What follows belongs to an exercise in optimizing a design on an open flow for a short achievable clock period and few clock cycles per item; a production flow would make more cautious choices.
The RTL was checked by simulation tests, not by an equivalence proof against the original design.
The clock port is modelled as an ideal driver, which makes a skipped or thinned clock tree look cheaper than it is; a real chip needs a root buffer or a tree.
No activity file was given, so power comes from the tool's default toggle rates.

== run Y ==
## wb_subsys
module wb_subsys #(
	parameter int FIFO_DEPTH = 4
) (
	input  logic            clk,
	input  logic            rst_n,
	input  logic            evict_i,
	input  wb_pkg::addr_t   evict_addr_i,
	input  wb_pkg::data_t   evict_data_i,
	output logic            evict_afull_o,
	output wb_pkg::axi_id_t awid_o,
	output wb_pkg::addr_t   awaddr_o,
	output logic            awvalid_o,
	input  logic            awready_i,
	output wb_pkg::axi_id_t wid_o,
	output wb_pkg::data_t   wdata_o,
	output logic            wvalid_o,
	input  logic            wready_i
);
clock: 5.5 ns
lec_check: 0
cap_margin: 20
core_margin: 2
core_utilization: 40
setup_slack_margin: 4
slew_margin: 20
run.sh (not shown) runs the stock make flow with config.mk's settings and CLKGATE_MAP_FILE= SYNTH_SCRIPT=/design/flow/synth_recipe.tcl, a recipe that flattens the netlist after the stock synthesis.
Both conditions hold for run Y: the flow ran to the end and the final layout passed the timing, DRC and antenna checks.
Testbench counts of run Y, summed over its fixed seeds: cycles 16,016, items 16,000.
What run E does differently from run Y at the input level:
# run Y
export LEC_CHECK = 0
export CAP_MARGIN = 20
export CORE_MARGIN = 2
export CORE_UTILIZATION = 40
export SETUP_SLACK_MARGIN = 4
export SLEW_MARGIN = 20
create_clock -name core_clock -period 5.5 [get_ports {clk}]
# run E
export LEC_CHECK = 0
export CAP_MARGIN = 20
export CORE_MARGIN = 2
export CORE_UTILIZATION = 40
export SLEW_MARGIN = 20
create_clock -name core_clock -period 5.5 [get_ports {clk}]
Run E | status: complete | timing, DRC, antenna: pass
Diff run Y..run E | synthesized area | unchanged
Re number of cells traversed by the worst hold path: no difference whatsoever between run E and run Y.
Share of the core filled with cells in the final layout: run E < run Y
Run E vs run Y: worst hold slack across all endpoints down

---

Another version of the RTL of wb_subsys (not shown whole).
Size: roughly 640 cells after synthesis, about 290 flip-flops, about 210 I/O pins.
clock: 5.5 ns
lec_check: 0
cap_margin: 20
core_margin: 2
core_utilization: 40
cts_cluster_diameter: 80
cts_cluster_size: 30
setup_slack_margin: 3.6
slew_margin: 20
standard.sh (not shown) runs the stock make flow with config.mk's settings and CLKGATE_MAP_FILE= SYNTH_SCRIPT=/design/flow/synth_recipe.tcl, a recipe that flattens the netlist after the stock synthesis.
==> flow/flow/run.sh <==
#!/bin/bash
# The standard layout, except that the clock tree built by CTS loses its middle stage and its
# root buffer is split in four, all fed by the clock port (see post_cts.tcl).
set -euo pipefail
here=$(pwd)
export FLOW_NROOT=4
export FLOW_INV=""
bash standard.sh SKIP_CTS_REPAIR_TIMING=1 POST_CTS_TCL="$here/flow/post_cts.tcl" finish > "$here/orfs_make.log" 2>&1 || {
  tail -40 "$here/orfs_make.log"
  exit 1
}
ls -l out/final.def
==> flow/flow/post_cts.tcl <==
# Runs at the end of ORFS's CTS step (POST_CTS_TCL), with CTS's own timing repair skipped:
# make the clock tree one stage shallower, then repair timing as the CTS step would.
set here [file dirname [file normalize [info script]]]
source $here/flatten_ctree.tcl
source $here/split_root.tcl
source $here/inv_tree.tcl

flatten_clock_tree
split_clock_root $::env(FLOW_NROOT)
if {$::env(FLOW_INV) ne ""} { invert_clock_tree {*}$::env(FLOW_INV) }
detailed_placement
estimate_parasitics -placement
report_clock_latency
repair_timing_helper
detailed_placement
check_placement -verbose
estimate_parasitics -placement
report_clock_latency
report_worst_slack
Other scripts of this flow, unchanged in this note and not shown: flow/flow/flatten_ctree.tcl, flow/flow/inv_tree.tcl, flow/flow/split_root.tcl
The starting point ran to the end with no violations.
Testbench counts at the start, summed over its fixed seeds: cycles 16,016, items 16,000.
Change:
--- a/flow/flow/run.sh
+++ b/flow/flow/run.sh
@@ -5,5 +5,5 @@
 here=$(pwd)
 export FLOW_NROOT=4
-export FLOW_INV=""
+export FLOW_INV="sky130_fd_sc_hd__clkinv_16 sky130_fd_sc_hd__clkinv_16"
 bash standard.sh SKIP_CTS_REPAIR_TIMING=1 POST_CTS_TCL="$here/flow/post_cts.tcl" finish > "$here/orfs_make.log" 2>&1 || {
   tail -40 "$here/orfs_make.log"
Critical path depth does not change.
Area after synthesis does not change.
Total power drops by 2.1%.
Clock power drops by about 6%.
First-iteration DRC count shrinks by 12%.
Die area is unchanged.
Clock skew fell by 6.3 ps.
Final cell count does not change.
Change:
Settings changed: SETUP_SLACK_MARGIN 3.6 to 3.8.
What happened: The changed run finished with timing, DRC and antenna clean. Wire length climbs by 8.1%. Maximum frequency rises by about 0.5%. Clock skew hardly moves. Synthesized cell count is unchanged. Register-to-register slack improved by 220 ps. Worst setup slack gets better by 9.0 ps. Total power hardly moves.
Change:
Settings changed: SETUP_SLACK_MARGIN 3.8 to 4.0.
Effect: The new run completed with no timing, DRC or antenna violations; clock power shrinks by roughly a tenth; first-iteration DRC count came out lower by a quarter to a third; sequential power stays flat; wire length is lower by a few percent; hold slack degrades by 16 ps; global-route usage goes down by 0.76 points; worst setup slack degrades by 21 ps.
Change:
--- a/flow/flow/run.sh
+++ b/flow/flow/run.sh
@@ -1,5 +1,8 @@
 #!/bin/bash
-# The standard layout, except that the clock tree built by CTS loses its middle stage and its
-# root buffer is split in four, all fed by the clock port (see post_cts.tcl).
+# The standard layout, except for the clock tree (see post_cts.tcl): the tree CTS builds loses
+# its middle stage, its root buffer is split in four, all fed by the clock port, and its root
+# and leaf buffers become inverters (two inversions on every clock path, as before, but two
+# single-stage cells in place of two two-stage buffers). The whole flow's output goes to
+# orfs_make.log; each step's own log is under orfs/logs/.
 set -euo pipefail
 here=$(pwd)
--- a/flow/flow/post_cts.tcl
+++ b/flow/flow/post_cts.tcl
@@ -1,4 +1,5 @@
 # Runs at the end of ORFS's CTS step (POST_CTS_TCL), with CTS's own timing repair skipped:
-# make the clock tree one stage shallower, then repair timing as the CTS step would.
+# make the clock tree one stage shallower (and, with FLOW_INV, of inverters), then repair
+# timing as the CTS step would.
 set here [file dirname [file normalize [info script]]]
 source $here/flatten_ctree.tcl
Settings changed: SETUP_SLACK_MARGIN 4.0 to 3.8.
Result: Via count increases by 1.7%. Register-to-register slack gains 180 ps. Wire length goes up by 4.8%. Sequential power stays flat. Sequential share of layout area falls by 0.97 points. Area after synthesis stays the same. Total power came out higher by 2.7%.

---

tundra:
Another version of the RTL of wb_subsys (not shown whole).
Size: about 760 cells after synthesis, about 290 flip-flops, about 210 I/O pins, roughly 11000 sq um of cells after synthesis.
Settings: LEC_CHECK=0, CAP_MARGIN=20, CORE_MARGIN=2, CORE_UTILIZATION=40, CTS_CLUSTER_DIAMETER=80, CTS_CLUSTER_SIZE=30, SETUP_SLACK_MARGIN=3.6, SLEW_MARGIN=20; clock period 5.5 ns.
==> flow/flow/run.sh <==
#!/bin/bash
# The standard layout, except that the clock tree built by CTS loses its middle stage and its
# root buffer is split in four, all fed by the clock port (see post_cts.tcl).
set -euo pipefail
here=$(pwd)
export FLOW_NROOT=4
bash standard.sh SKIP_CTS_REPAIR_TIMING=1 POST_CTS_TCL="$here/flow/post_cts.tcl" finish > "$here/orfs_make.log" 2>&1 || {
  tail -40 "$here/orfs_make.log"
  exit 1
}
ls -l out/final.def
==> flow/flow/flatten_ctree.tcl <==
# Take the buffers between the clock tree's root buffer and its leaf buffers out, so the
# root buffer drives the leaf buffers directly: one stage less of insertion delay.
proc flatten_clock_tree {} {
  set block [ord::get_db_block]
  set port_net [[$block findBTerm clk] getNet]
  set roots {}
  foreach it [$port_net getITerms] { lappend roots [$it getInst] }
  set removed 0
  foreach root $roots {
    set rnet [[$root findITerm X] getNet]
    set mids {}
    foreach it [$rnet getITerms] {
      if {[$it isInputSignal] || [$it getIoType] eq "INPUT"} {
        set inst [$it getInst]
        if {[string match "sky130_fd_sc_hd__clkbuf*" [[$inst getMaster] getName]]} { lappend mids $inst }
      }
    }
    foreach mid $mids {
      set mnet [[$mid findITerm X] getNet]
      set loads {}
      foreach it [$mnet getITerms] {
        if {[$it getInst] ne $mid} { lappend loads $it }
      }
      # CTS's dummy loads (cells whose outputs drive nothing) only balance the tree: drop them
      set kept {}
      foreach it $loads {
        set inst [$it getInst]
        set drives 0
        foreach o [$inst getITerms] {
          if {[$o isOutputSignal] && [$o getNet] ne "NULL"} { set drives 1 }
        }
        if {$drives} {
          lappend kept $it
        } else {
          foreach o [$inst getITerms] { if {[$o getNet] ne "NULL"} { $o disconnect } }
          odb::dbInst_destroy $inst
          puts "flatten_clock_tree: removed dummy load"
        }
      }
      set loads $kept
      # only a buffer that drives other clock buffers is a middle stage
      set all_bufs 1
      foreach it $loads {
        if {![string match "sky130_fd_sc_hd__clkbuf*" [[[$it getInst] getMaster] getName]]} { set all_bufs 0 }
      }
      if {!$all_bufs} continue
      foreach it $loads { $it disconnect; $it connect $rnet }
      [$mid findITerm X] disconnect
      [$mid findITerm A] disconnect
      odb::dbInst_destroy $mid
      odb::dbNet_destroy $mnet
      incr removed
    }
  }
  puts "flatten_clock_tree: removed $removed middle clock buffers"
}
==> flow/flow/post_cts.tcl <==
# Runs at the end of ORFS's CTS step (POST_CTS_TCL), with CTS's own timing repair skipped:
# make the clock tree one stage shallower, then repair timing as the CTS step would.
set here [file dirname [file normalize [info script]]]
source $here/flatten_ctree.tcl
source $here/split_root.tcl

flatten_clock_tree
split_clock_root $::env(FLOW_NROOT)
detailed_placement
estimate_parasitics -placement
report_clock_latency
repair_timing_helper
detailed_placement
check_placement -verbose
estimate_parasitics -placement
report_clock_latency
report_worst_slack
Other scripts of this flow, unchanged in this note and not shown: flow/flow/split_root.tcl
Testbench counts of tundra, summed over its fixed seeds: cycles 16,016, items 16,000.
--- input diff tundra..indigo ---
--- a/flow/flow/run.sh
+++ b/flow/flow/run.sh
@@ -3 +3 @@
-# root buffer is split in four, all fed by the clock port (see post_cts.tcl).
+# root buffer is split in three, all fed by the clock port (see post_cts.tcl).
@@ -6 +6 @@
-export FLOW_NROOT=4
+export FLOW_NROOT=3
--- a/flow/flow/flatten_ctree.tcl
+++ b/flow/flow/flatten_ctree.tcl
@@ -24,17 +23,0 @@
-      # CTS's dummy loads (cells whose outputs drive nothing) only balance the tree: drop them
-      set kept {}
-      foreach it $loads {
-        set inst [$it getInst]
-        set drives 0
-        foreach o [$inst getITerms] {
-          if {[$o isOutputSignal] && [$o getNet] ne "NULL"} { set drives 1 }
-        }
-        if {$drives} {
-          lappend kept $it
-        } else {
-          foreach o [$inst getITerms] { if {[$o getNet] ne "NULL"} { $o disconnect } }
-          odb::dbInst_destroy $inst
-          puts "flatten_clock_tree: removed dummy load"
-        }
-      }
-      set loads $kept
Findings:
tundra finished end to end and its layout was clean on timing, DRC and antenna. indigo was carried through to the last stage, and its layout satisfied the timing, DRC and antenna checks. [indigo vs tundra] signal arrival time at the worst endpoint: higher in indigo. Summary — final worst-path setup slack, indigo relative to tundra: lower, by 0.20 ns. Against tundra, indigo reports a clock period minus final worst setup slack that is higher. Via count of the first global-routing pass for indigo: 50 down relative to tundra.
## Diff of input files: amber against indigo
# indigo
export LEC_CHECK = 0
export CAP_MARGIN = 20
export CORE_MARGIN = 2
export CORE_UTILIZATION = 40
export CTS_CLUSTER_DIAMETER = 80
export CTS_CLUSTER_SIZE = 30
export SETUP_SLACK_MARGIN = 3.6
export SLEW_MARGIN = 20
create_clock -name core_clock -period 5.5 [get_ports {clk}]
# amber
export LEC_CHECK = 0
export CAP_MARGIN = 20
export CORE_MARGIN = 2
export CORE_UTILIZATION = 40
export CTS_CLUSTER_DIAMETER = 80
export CTS_CLUSTER_SIZE = 30
export SETUP_SLACK_MARGIN = 4.2
export SLEW_MARGIN = 20
create_clock -name core_clock -period 5.5 [get_ports {clk}]
--- a/flow/flow/run.sh
+++ b/flow/flow/run.sh
@@ -3 +3 @@
-# root buffer is split in three, all fed by the clock port (see post_cts.tcl).
+# root buffer is split in four, all fed by the clock port (see post_cts.tcl).
@@ -6 +6 @@
-export FLOW_NROOT=3
+export FLOW_NROOT=4
--- a/flow/flow/flatten_ctree.tcl
+++ b/flow/flow/flatten_ctree.tcl
@@ -23,0 +24,17 @@
+      # CTS's dummy loads (cells whose outputs drive nothing) only balance the tree: drop them
+      set kept {}
+      foreach it $loads {
+        set inst [$it getInst]
+        set drives 0
+        foreach o [$inst getITerms] {
+          if {[$o isOutputSignal] && [$o getNet] ne "NULL"} { set drives 1 }
+        }
+        if {$drives} {
+          lappend kept $it
+        } else {
+          foreach o [$inst getITerms] { if {[$o getNet] ne "NULL"} { $o disconnect } }
+          odb::dbInst_destroy $inst
+          puts "flatten_clock_tree: removed dummy load"
+        }
+      }
+      set loads $kept
Findings:
- amber went all the way through the flow, and no timing, DRC or antenna check failed.
- amber consumes more power than indigo does.
- Delta (amber minus indigo): number of multi-input logic gates moved up; slack of the critical path up 0.15 ns.
- Compared with indigo, amber shows a final hold slack that is 0.017 ns higher.

-- static timing again, ports no longer ideal --
In the flow no input, the clock included, has a driving cell. The finished layouts below were timed again as built, in two steps. Step 1, drivers: a clkbuf_16 drives clk and a buf_2 each remaining input, both assumed. Step 2 moves the port delays by t, midway between the first and last clock arrival at a register: inputs arrive t later, outputs are due t later. That takes back most of the time a late clock gives input paths. Three values: no drivers, after step 1, after step 2; two values: the first two.
run	t, ns	slack for setup (ns)	hold slack, ns	worst setup path at the end
run Y	0.630	3.083 / 3.031 / 3.206	0.577 / 0.577 / 0.577	input to register
run E	0.623	2.747 / 2.747 / 2.522	0.517 / 0.517 / 0.517	input to register
the first run of note 2	0.408	3.507 / 3.409 / 3.337	0.511 / 0.511 / 0.511	input to register
the second run of note 2	0.402	3.611 / 3.383 / 3.380	0.502 / 0.502 / 0.502	input to register
the third run of note 2	0.406	3.620 / 3.428 / 3.365	0.505 / 0.506 / 0.506	input to register
the fourth run of note 2	0.385	3.599 / 3.421 / 3.365	0.490 / 0.490 / 0.490	input to register
the fifth run of note 2	0.406	3.620 / 3.428 / 3.365	0.505 / 0.506 / 0.506	input to register
tundra	0.409	3.586 / 3.487 / 3.274	0.475 / 0.475 / 0.475	input to register
indigo	0.472	3.385 / 3.312 / 3.218	0.471 / 0.471 / 0.471	input to register
amber	0.405	3.538 / 3.439 / 3.207	0.488 / 0.488 / 0.488	input to register
After both steps setup and hold are still met in every run listed. For amber, which loses most, drivers alone change the setup slack by -0.099 ns; drivers and shift together by -0.331 ns.
